What follows belongs to an exercise in optimizing a design on an open flow for small area, a short achievable clock period and few clock cycles; a production flow would make more cautious choices.
The RTL of this run was laid out without a check of its function.
Power figures rest on the tool's default switching activity, not on a simulated workload.

[flow/run.sh]
#!/bin/bash
# synth_recipe.tcl (not shown) runs the flow's synth.tcl, then flattens the netlist and writes it again
# the make line also repeats each setting of config.mk as NAME=value (left out here)
make -C /OpenROAD-flow-scripts/flow DESIGN_CONFIG=/design/flow/config.mk WORK_HOME=/design/flow/orfs CLKGATE_MAP_FILE= SYNTH_SCRIPT=/design/flow/synth_recipe.tcl finish
[flow/config.mk]
export PLATFORM = sky130hd
export DESIGN_NAME = interval_room_partition_unit
export DESIGN_NICKNAME = interval_room_partition_unit
export VERILOG_FILES = /design/flow/design.v
export SDC_FILE = /design/flow/constraint.sdc
export NUM_CORES = 4
export LEC_CHECK = 0
export CAP_MARGIN = 20
export CORE_MARGIN = 2
export CORE_UTILIZATION = 40
export SLEW_MARGIN = 20
[flow/constraint.sdc]
create_clock -name core_clock -period 9.0 [get_ports {clk_i}]
set_input_delay 1.8000 -clock core_clock [delete_from_list [all_inputs] [get_ports {clk_i}]]
set_output_delay 1.8000 -clock core_clock [all_outputs]
set_load 0.01 [all_outputs]
[flow/design.v]
`timescale 1ns / 1ps
package irp_pkg;
  localparam int unsigned MaxActivitiesDefault = 16;
  localparam int unsigned IdW   = 8;
  localparam int unsigned TimeW = 16;
  localparam int unsigned RoomW = 5;
  typedef struct packed {
    logic [IdW-1:0]   act_id;
    logic [TimeW-1:0] start_time;
    logic [TimeW-1:0] end_time;
    logic             last;
  } in_beat_t;
  typedef struct packed {
    logic [IdW-1:0]   act_id_res;
    logic [RoomW-1:0] room;
    logic [RoomW-1:0] room_count;
    logic             last_result;
  } out_beat_t;
  typedef enum logic [2:0] {
    ST_LOAD,
    ST_SORT,
    ST_OPEN,
    ST_SCAN,
    ST_EMIT
  } state_e;
  typedef struct packed {
    logic load;        
    logic sort_init;   
    logic sort_step;   
    logic open_init;   
    logic open_step;   
    logic scan_step;   
    logic emit_init;   
    logic emit_step;   
  } cmd_t;
  typedef struct packed {
    logic sort_done;
    logic open_done;
    logic scan_done;
    logic emit_last;
  } status_t;
endpackage
module irp_cmp16 (
  input  logic [15:0] a_i,
  input  logic [15:0] b_i,
  output logic        gt_o,
  output logic        eq_o
);
  logic [15:0] g0, e0;
  logic [7:0]  g1, e1;
  logic [3:0]  g2, e2;
  logic [1:0]  g3, e3;
  assign g0 = a_i & ~b_i;
  assign e0 = ~(a_i ^ b_i);
  for (genvar i = 0; i < 8; i++) begin : g_l1
    assign g1[i] = g0[2*i+1] | (e0[2*i+1] & g0[2*i]);
    assign e1[i] = e0[2*i+1] & e0[2*i];
  end
  for (genvar i = 0; i < 4; i++) begin : g_l2
    assign g2[i] = g1[2*i+1] | (e1[2*i+1] & g1[2*i]);
    assign e2[i] = e1[2*i+1] & e1[2*i];
  end
  for (genvar i = 0; i < 2; i++) begin : g_l3
    assign g3[i] = g2[2*i+1] | (e2[2*i+1] & g2[2*i]);
    assign e3[i] = e2[2*i+1] & e2[2*i];
  end
  assign gt_o = g3[1] | (e3[1] & g3[0]);
  assign eq_o = e3[1] & e3[0];
endmodule
`timescale 1ns / 1ps
import irp_pkg::*;
module irp_dpath #(
  parameter int unsigned N = 16
) (
  input  logic                  clk_i,
  input  logic                  rst_ni,
  input  logic                  in_valid_i,
  input  logic [40:0]           in_data_i,
  output logic                  in_stall_o,
  input  logic                  xfer_i,      
  output logic                  done_o,      
  output logic [N-1:0]          vld_o,
  output logic [N-1:0][15:0]    start_o,
  output logic [N-1:0][15:0]    end_o,
  output logic [N-1:0][7:0]     id_o
);
  logic [N-1:0]       vld_q;
  logic [N-1:0][15:0] start_q, end_q;
  logic [N-1:0][7:0]  id_q;
  logic               done_q;
  logic [7:0]  new_id;
  logic [15:0] new_start, new_end;
  logic        new_last;
  assign {new_id, new_start, new_end, new_last} = in_data_i;
  logic accept, ins;
  logic [N-1:0] vld_eff, f;
  assign in_stall_o = done_q & ~xfer_i;
  assign accept     = in_valid_i & ~in_stall_o;
  assign vld_eff    = xfer_i ? '0 : vld_q;
  assign ins        = accept & ~vld_eff[N-1];
  for (genvar i = 0; i < N; i++) begin : g_cmp
    logic gt_e, eq_e, gt_s, eq_s;
    irp_cmp16 u_ce (.a_i(end_q[i]), .b_i(new_end), .gt_o(gt_e), .eq_o(eq_e));
    irp_cmp16 u_cs (.a_i(start_q[i]), .b_i(new_start), .gt_o(gt_s), .eq_o(eq_s));
    assign f[i] = ~vld_eff[i] | gt_e | (eq_e & gt_s);
  end
  for (genvar i = 0; i < N; i++) begin : g_ent
    always_ff @(posedge clk_i) begin
      if (ins) begin
        if (i > 0 && f[(i > 0) ? i - 1 : 0]) begin
          start_q[i] <= start_q[(i > 0) ? i - 1 : 0];
          end_q[i]   <= end_q[(i > 0) ? i - 1 : 0];
          id_q[i]    <= id_q[(i > 0) ? i - 1 : 0];
        end else if (f[i]) begin
          start_q[i] <= new_start;
          end_q[i]   <= new_end;
          id_q[i]    <= new_id;
        end
      end
    end
  end
  always_ff @(posedge clk_i or negedge rst_ni) begin
    if (!rst_ni) begin
      vld_q  <= '0;
      done_q <= 1'b0;
    end else begin
      vld_q <= ins ? {vld_eff[N-2:0], 1'b1} : vld_eff;
      if (accept && new_last) begin
        done_q <= 1'b1;
      end else if (xfer_i) begin
        done_q <= 1'b0;
      end
    end
  end
  assign done_o  = done_q;
  assign vld_o   = vld_q;
  assign start_o = start_q;
  assign end_o   = end_q;
  assign id_o    = id_q;
endmodule
`timescale 1ns / 1ps
import irp_pkg::*;
module irp_ctrl #(
  parameter int unsigned N = 16
) (
  input  logic                  clk_i,
  input  logic                  rst_ni,
  input  logic                  l_done_i,
  input  logic [N-1:0]          l_vld_i,
  input  logic [N-1:0][15:0]    l_start_i,
  input  logic [N-1:0][15:0]    l_end_i,
  input  logic [N-1:0][7:0]     l_id_i,
  output logic                  l_xfer_o,    
  input  logic                  e_empty_i,   
  input  logic                  e_xfer_i,    
  output logic                  done_o,      
  output logic [N-1:0]          vld_o,
  output logic [N-1:0][7:0]     id_o,
  output logic [N-1:0][4:0]     room_o,
  output logic [4:0]            rooms_o
);
  logic [N-1:0]       vld_q, asg_q, after_q;
  logic [N-1:0][15:0] start_q, end_q;
  logic [N-1:0][7:0]  id_q;
  logic [N-1:0][4:0]  room_q;
  logic [15:0]        latest_q;
  logic [4:0]         rc_q;
  logic               busy_q, done_q;
  assign l_xfer_o = l_done_i & ~busy_q & (~done_q | e_empty_i);
  logic [N-1:0] unas, cand, pick_a, pick_b, pick, pre_a, pre_b, after_d;
  logic         any_c;
  logic [15:0]  pick_end;
  logic [4:0]   room_new;
  assign unas = vld_q & ~asg_q;
  for (genvar j = 0; j < N; j++) begin : g_cand
    logic gt_s, eq_s;
    irp_cmp16 u_cs (.a_i(start_q[j]), .b_i(latest_q), .gt_o(gt_s), .eq_o(eq_s));
    assign cand[j] = unas[j] & after_q[j] & gt_s;
  end
  assign any_c = |cand;
  always_comb begin
    pre_a[0] = 1'b0;
    pre_b[0] = 1'b0;
    for (int j = 1; j < N; j++) begin
      pre_a[j] = pre_a[j-1] | cand[j-1];
      pre_b[j] = pre_b[j-1] | unas[j-1];
    end
  end
  assign pick_a  = cand & ~pre_a;
  assign pick_b  = unas & ~pre_b;
  assign pick    = any_c ? pick_a : pick_b;
  assign after_d = any_c ? (pre_a | cand) & ~pick_a : (pre_b | unas) & ~pick_b;
  always_comb begin
    pick_end = '0;
    for (int j = 0; j < N; j++) pick_end |= {16{pick[j]}} & end_q[j];
  end
  assign room_new = any_c ? rc_q : rc_q + 5'd1;
  always_ff @(posedge clk_i) begin
    if (l_xfer_o) begin
      start_q  <= l_start_i;
      end_q    <= l_end_i;
      id_q     <= l_id_i;
      latest_q <= l_end_i[0];
      room_q[0] <= 5'd1;
      after_q  <= {{(N-1){1'b1}}, 1'b0};
    end else if (busy_q) begin
      latest_q <= pick_end;
      after_q  <= after_d;
      for (int j = 0; j < N; j++) begin
        if (pick[j]) room_q[j] <= room_new;
      end
    end
  end
  always_ff @(posedge clk_i or negedge rst_ni) begin
    if (!rst_ni) begin
      vld_q  <= '0;
      asg_q  <= '0;
      rc_q   <= '0;
      busy_q <= 1'b0;
      done_q <= 1'b0;
    end else begin
      if (l_xfer_o) begin
        vld_q  <= l_vld_i;
        asg_q  <= {{(N-1){1'b0}}, 1'b1};
        rc_q   <= 5'd1;
        busy_q <= l_vld_i[1];
        done_q <= ~l_vld_i[1];
      end else begin
        if (busy_q) begin
          asg_q <= asg_q | pick;
          rc_q  <= room_new;
          if ((unas & ~pick) == '0) begin
            busy_q <= 1'b0;
            done_q <= 1'b1;
          end
        end
        if (e_xfer_i) done_q <= 1'b0;
      end
    end
  end
  assign done_o  = done_q;
  assign vld_o   = vld_q;
  assign id_o    = id_q;
  assign room_o  = room_q;
  assign rooms_o = rc_q;
endmodule
module irp_emit #(
  parameter int unsigned N = 16
) (
  input  logic                  clk_i,
  input  logic                  rst_ni,
  input  logic                  s_done_i,
  input  logic [N-1:0]          s_vld_i,
  input  logic [N-1:0][7:0]     s_id_i,
  input  logic [N-1:0][4:0]     s_room_i,
  input  logic [4:0]            s_rooms_i,
  output logic                  s_xfer_o,
  output logic                  empty_o,
  output logic                  out_valid_o,
  input  logic                  out_stall_i,
  output logic [18:0]           out_data_o
);
  logic [N-1:0]        vld_q;
  logic [N-1:0][12:0]  res_q;
  logic [4:0]          rc_q;
  logic                take;
  assign take     = vld_q[0] & ~out_stall_i;
  assign s_xfer_o = s_done_i & (~vld_q[0] | (~vld_q[1] & ~out_stall_i));
  always_ff @(posedge clk_i) begin
    if (s_xfer_o) begin
      for (int j = 0; j < N; j++) res_q[j] <= {s_id_i[j], s_room_i[j]};
      rc_q <= s_rooms_i;
    end else if (take) begin
      for (int j = 0; j < N - 1; j++) res_q[j] <= res_q[j+1];
    end
  end
  always_ff @(posedge clk_i or negedge rst_ni) begin
    if (!rst_ni) begin
      vld_q <= '0;
    end else if (s_xfer_o) begin
      vld_q <= s_vld_i;
    end else if (take) begin
      vld_q <= {1'b0, vld_q[N-1:1]};
    end
  end
  assign empty_o     = ~vld_q[0];
  assign out_valid_o = vld_q[0];
  assign out_data_o  = {res_q[0], rc_q, ~vld_q[1]};
endmodule
`timescale 1ns / 1ps
import irp_pkg::*;
module interval_room_partition_unit #(
  parameter int unsigned MaxActivities = irp_pkg::MaxActivitiesDefault
) (
  input  logic        clk_i,
  input  logic        rst_ni,
  input  logic        in_valid_i,
  output logic        in_stall_o,
  input  logic [40:0] in_data_i,
  output logic        out_valid_o,
  input  logic        out_stall_i,
  output logic [18:0] out_data_o
);
  localparam int unsigned N = MaxActivities;
  logic                l_done, l_xfer;
  logic [N-1:0]        l_vld;
  logic [N-1:0][15:0]  l_start, l_end;
  logic [N-1:0][7:0]   l_id;
  logic                s_done, s_xfer;
  logic [N-1:0]        s_vld;
  logic [N-1:0][7:0]   s_id;
  logic [N-1:0][4:0]   s_room;
  logic [4:0]          s_rooms;
  logic                e_empty;
  irp_dpath #(.N(N)) u_load (
    .clk_i      (clk_i),
    .rst_ni     (rst_ni),
    .in_valid_i (in_valid_i),
    .in_data_i  (in_data_i),
    .in_stall_o (in_stall_o),
    .xfer_i     (l_xfer),
    .done_o     (l_done),
    .vld_o      (l_vld),
    .start_o    (l_start),
    .end_o      (l_end),
    .id_o       (l_id)
  );
  irp_ctrl #(.N(N)) u_sweep (
    .clk_i     (clk_i),
    .rst_ni    (rst_ni),
    .l_done_i  (l_done),
    .l_vld_i   (l_vld),
    .l_start_i (l_start),
    .l_end_i   (l_end),
    .l_id_i    (l_id),
    .l_xfer_o  (l_xfer),
    .e_empty_i (e_empty),
    .e_xfer_i  (s_xfer),
    .done_o    (s_done),
    .vld_o     (s_vld),
    .id_o      (s_id),
    .room_o    (s_room),
    .rooms_o   (s_rooms)
  );
  irp_emit #(.N(N)) u_emit (
    .clk_i       (clk_i),
    .rst_ni      (rst_ni),
    .s_done_i    (s_done),
    .s_vld_i     (s_vld),
    .s_id_i      (s_id),
    .s_room_i    (s_room),
    .s_rooms_i   (s_rooms),
    .s_xfer_o    (s_xfer),
    .empty_o     (e_empty),
    .out_valid_o (out_valid_o),
    .out_stall_i (out_stall_i),
    .out_data_o  (out_data_o)
  );
endmodule
==> summary.md <==
| Metric | Value |
|---|---|
| Status | `finished clean` |
| Crit path time final | `6.793 ns` |
| Total Die Area | `198300 sq um` |
| Class of the most critical setup path | `reg -> reg` |
| Cell taking the most area after synthesis | `edfxtp_1` |
| Resized cells post-CTS | `0` |
| Multi-input gate area | `27900 sq um` |
| # IOs | `66` |
| Initial Utilization | `40.37%` |
| CTS Sinks | `1660` |
| Synth cell types | `77` |
| Ys Warns | `3` |
| CP max stage delay | `0.89 ns` |
| R2R cell count | `13` |
| Final wirelength | `250.9 mm` |
| TNS Setup | `0 ns` |
| Cell count along the critical path | `13` |
| Syn avg cell area | `13.81 sq um` |
| Worst min-delay path class | `reg -> reg` |
| Number of I/O port buffers | `65` |
| Req. time, crit path | `9.55 ns` |
| Largest net degree at the start of global routing | `170` |
| Period utilisation layout | `75.47%` |
| First-pass GRT wire length | `358.8 mm` |
| Most frequent cell after synthesis | `edfxtp_1` |
| Max_slew headroom | `16.00%` |
| Post-CTS Setup Inserts | `0` |
| Reg2reg end | `u_sweep.latest_q[5]$_DFFE_PP_` |
| Bufs on Longest Clock Path | `3` |
| Crit-path leading delay family | `compound AO/OA/AOI/OAI gates` |
| Post-Synthesis Net Count | `6379` |
| Rows | `161` |
| Fin. max-slew vios | `0` |
| Grt ovf | `0` |
| CTS tree | `yes` |
| Yosys reg bits | `1660` |
| Total GRT Usage | `25.02%` |
| Initial antenna violation count | `10` |
| Cell area after synthesis | `77910 sq um` |
| # hold bufs at CTS | `0` |
| Worst-path fanout max | `17` |
| Worst Skew | `0.07216 ns` |
| DP Cell Count | `8174` |
| Detailed Place HPWL | `174.9 mm` |
| Startpoint types | `flip-flop` |
| Vias in the first global route | `49270` |
| Pwr Density | `360.8 nW/um^2` |
| Max VDD drop | `0.3363 mV` |
| Critical path destination | `u_sweep.latest_q[5]$_DFFE_PP_` |
| Initial DRC count | `6468` |
| Post-synth top area share | `60.44%` |
| Number of synthesized flops with an enable pin | `1568` |
| Synth async-reset ratio | `4.337%` |
| DRC Markers | `0` |
| Die width | `445.3 um` |
| TritonRoute pass-1 iters | `8` |
| Worst endpoint data arrival time | `7.34 ns` |
| Clock Latency Late Sink | `0.87 ns` |
| Synth area leaders | `edfxtp_1, ha_1, mux2_2` |
| Final setup viols | `0` |
| Worst path slowest cell | `a21oi_4` |
| Root buf cell | `clkbuf_16` |
| Final cell count without fillers | `8491` |
| Reg-to-reg setup timing slack | `2.21 ns` |
| Post-Syn Instances | `5643` |
| CTS clk-pin slew, worst paths | `0.07 ns` |
| Worst setup path start | `u_sweep.latest_q[6]$_DFFE_PP_` |
| Core footprint | `193000 sq um` |
| Main synth FF type | `edfxtp_1` |
| CTS Buf Count | `174` |
| ANT nets after route | `0` |
| Number of fill cells | `16860` |
| Reg2reg start | `u_sweep.latest_q[6]$_DFFE_PP_` |
| H-tree lvl count | `4` |
| Reg area | `49290 sq um` |
| Nets | `6560` |
| Worst Hold Path Cells | `0` |
| Ratio of cells with drive above 1 in the final layout | `16.39%` |
| Vias per cell | `5.957` |
| Die height | `445.3 um` |
| Max Clk Rate | `0.1472 GHz` |
| Final hold vios | `0` |
| Seq/Total Area, Yosys | `63.26%` |
| Maxcap violations | `0` |
| Synth cell count leaders | `edfxtp_1, nand2_1, ha_1` |
| WL/cell | `29.55 um` |
| GP Congestion | `0.9930` |
| Leakage | `0.03370 uW` |
| Worst-Margin Slew | `1.260 ns` |
| Worst path buffer plus inverter count | `2` |
| CP Cell Sequence | `inv_1 -> ha_1 -> nand4_1 -> a211oi_1 -> o21ai_1 -> nand2_1 -> or4b_4 -> or4_1 -> buf_4 -> or4_4 -> a21oi_4 -> a221oi_1 -> a31oi_1` |
| CP endpoint kind | `flip-flop` |
| Layout area overhead | `13.62%` |
| Vias | `50580` |
| Unrepaired setup endpoints after global routing | `no` |
## where the power goes
group          switching, uW  leakage [uW]  total [uW]  internal, uW
Combinational           6650        0.0149        9940          3290
Sequential              1780        0.0160       14800         13000
Clock                   3210       0.00275        7240          4030
## kinds of logic after synthesis
logic type | count (synthesis) | share of synthesized area [%]
buffers and inverters | 303 | 1.534
adder cells (fa/ha/maj) | 691 | 11.10
multiplexers | 480 | 6.933
flip-flops | 1660 | 63.26
AND/OR/NAND/NOR | 1414 | 8.200
AO/OA/AOI/OAI | 1091 | 8.926
XOR/XNOR | 4 | 0.04498
## sequential cells by signal, indices dropped and copies added (netlist names)
register / cells
u_emit.rc_q: 5
u_sweep.done_q: 1
u_load.done_q: 1
u_emit.res_q: 208
u_sweep.after_q: 15
u_load.id_q: 128
u_load.end_q: 256
u_sweep.rc_q: 5
u_sweep.start_q: 240
u_sweep.room_q: 80
u_load.start_q: 256
u_sweep.asg_q: 16
u_sweep.latest_q: 16
u_load.vld_q: 16
u_emit.vld_q: 16
u_sweep.end_q: 256
u_sweep.vld_q: 16
u_sweep.busy_q: 1
u_sweep.id_q: 128
## per-stage QoR
| step | utilization, % | power [uW] | hold slack [ns] | setup slack (ns) | instance area, sq um |
|---|---|---|---|---|---|
| 6_report | 45.87 | 31940 | 0.4122 | 2.207 | 88520 |
| 5_1_grt | 45.87 | 33520 | 0.4183 | 2.237 | 88510 |
| 4_1_cts | 45.86 | 31930 | 0.4053 | 2.394 | 88500 |
| 3_5_place_dp | 42.90 | 24630 | 0.4045 | 1.861 | 82780 |
| 3_3_place_gp | 42.90 | 24350 | 0.4003 | 1.901 | 82780 |
| 2_1_floorplan | - | 20450 | 0.4003 | 0.9099 | 77910 |
## area by class of cell
class	instances	share of cell area [%]
inverter	67	0.3025
antenna	3	0.008481
clock buffer	208	5.063
timing repair buffer	241	2.465
multi-input combinational	3680	31.52
clock inverter	106	1.391
sequential	1660	55.68
tap	2526	3.570
## placed cells by master, fill, tap and decap left out, types with 14 or more instances in the layout
master and instances:
clkinv_1 42, a22oi_1 39, o21a_1 28, clkbuf_16 174
a31oi_1 28, a222oi_1 17, nand4b_1 25, dfxtp_1 20
bufinv_16 15, clkinv_2 29, a21oi_1 221, edfxtp_1 1568
a211oi_1 31, nand2_1 881, inv_1 59, a22o_1 14
buf_12 17, nor3_1 35, nand2b_1 33, a221o_1 39
dfrtp_1 71, and3_1 26, nor2_1 119, nand4_1 107
a221oi_1 30, clkdlybuf4s50_1 64, ha_1 691, nand3_1 39
mux2_2 477, buf_4 160, and2_1 17, o21ai_0 357
clkbuf_1 34, nor2b_1 59, o22a_1 14, a21o_1 153
## how the worst min path moves through the flow
| stage | slack [ns] | from | endpoint |
|---|---|---|---|
| 5_1_grt | 0.42 | u_load.start_q[255]$_DFFE_PP_ | u_sweep.start_q[255]$_DFFE_PP_ |
| 3_5_place_dp | 0.40 | u_sweep.room_q[79]$_DFFE_PP_ | u_emit.res_q[199]$_DFFE_PP_ |
| 2_1_floorplan | 0.40 | u_sweep.room_q[75]$_DFFE_PP_ | u_emit.res_q[195]$_DFFE_PP_ |
| 4_1_cts | 0.41 | u_load.start_q[250]$_DFFE_PP_ | u_sweep.start_q[250]$_DFFE_PP_ |
| 3_3_place_gp | 0.40 | u_load.id_q[127]$_DFFE_PP_ | u_sweep.id_q[127]$_DFFE_PP_ |
| 6_report | 0.41 | u_load.start_q[250]$_DFFE_PP_ | u_sweep.start_q[250]$_DFFE_PP_ |
## metal layers
layer,up-vias,share of wire (%),global-route usage (%)
met5,-,0.0096,0
met4,4,4.3,10.29
met3,476,9.2,5.526
met2,2416,45,38.52
met1,25630,42,34.25
li1,22050,-,-

-- afterwards: timing with drivers on the ports --
In the flow no input, the clock included, has a driving cell. The finished layout below was timed again as built, in two steps. Step 1: set_driving_cell puts a clkbuf_16 on clk_i and a buf_2 on each other input, an assumption about the parent block. Step 2 times the ports against the registers' clock, not the clock port: input delays grow and output delays shrink by t, the midpoint of the rising clock arrivals with the driver on. Slacks: ideal / step 1 / step 2; pairs: ideal / step 1.
t (ns): 0.917
setup slack, ns: 2.207 / 2.207 / 1.739
worst register clock-pin slew, ns: 0.07 / 0.07
cell pins on the clock port's net: 1
After both steps this run still meets setup and hold. For this run, drivers alone change the setup slack by 0.000 ns; drivers and shift together by -0.468 ns.
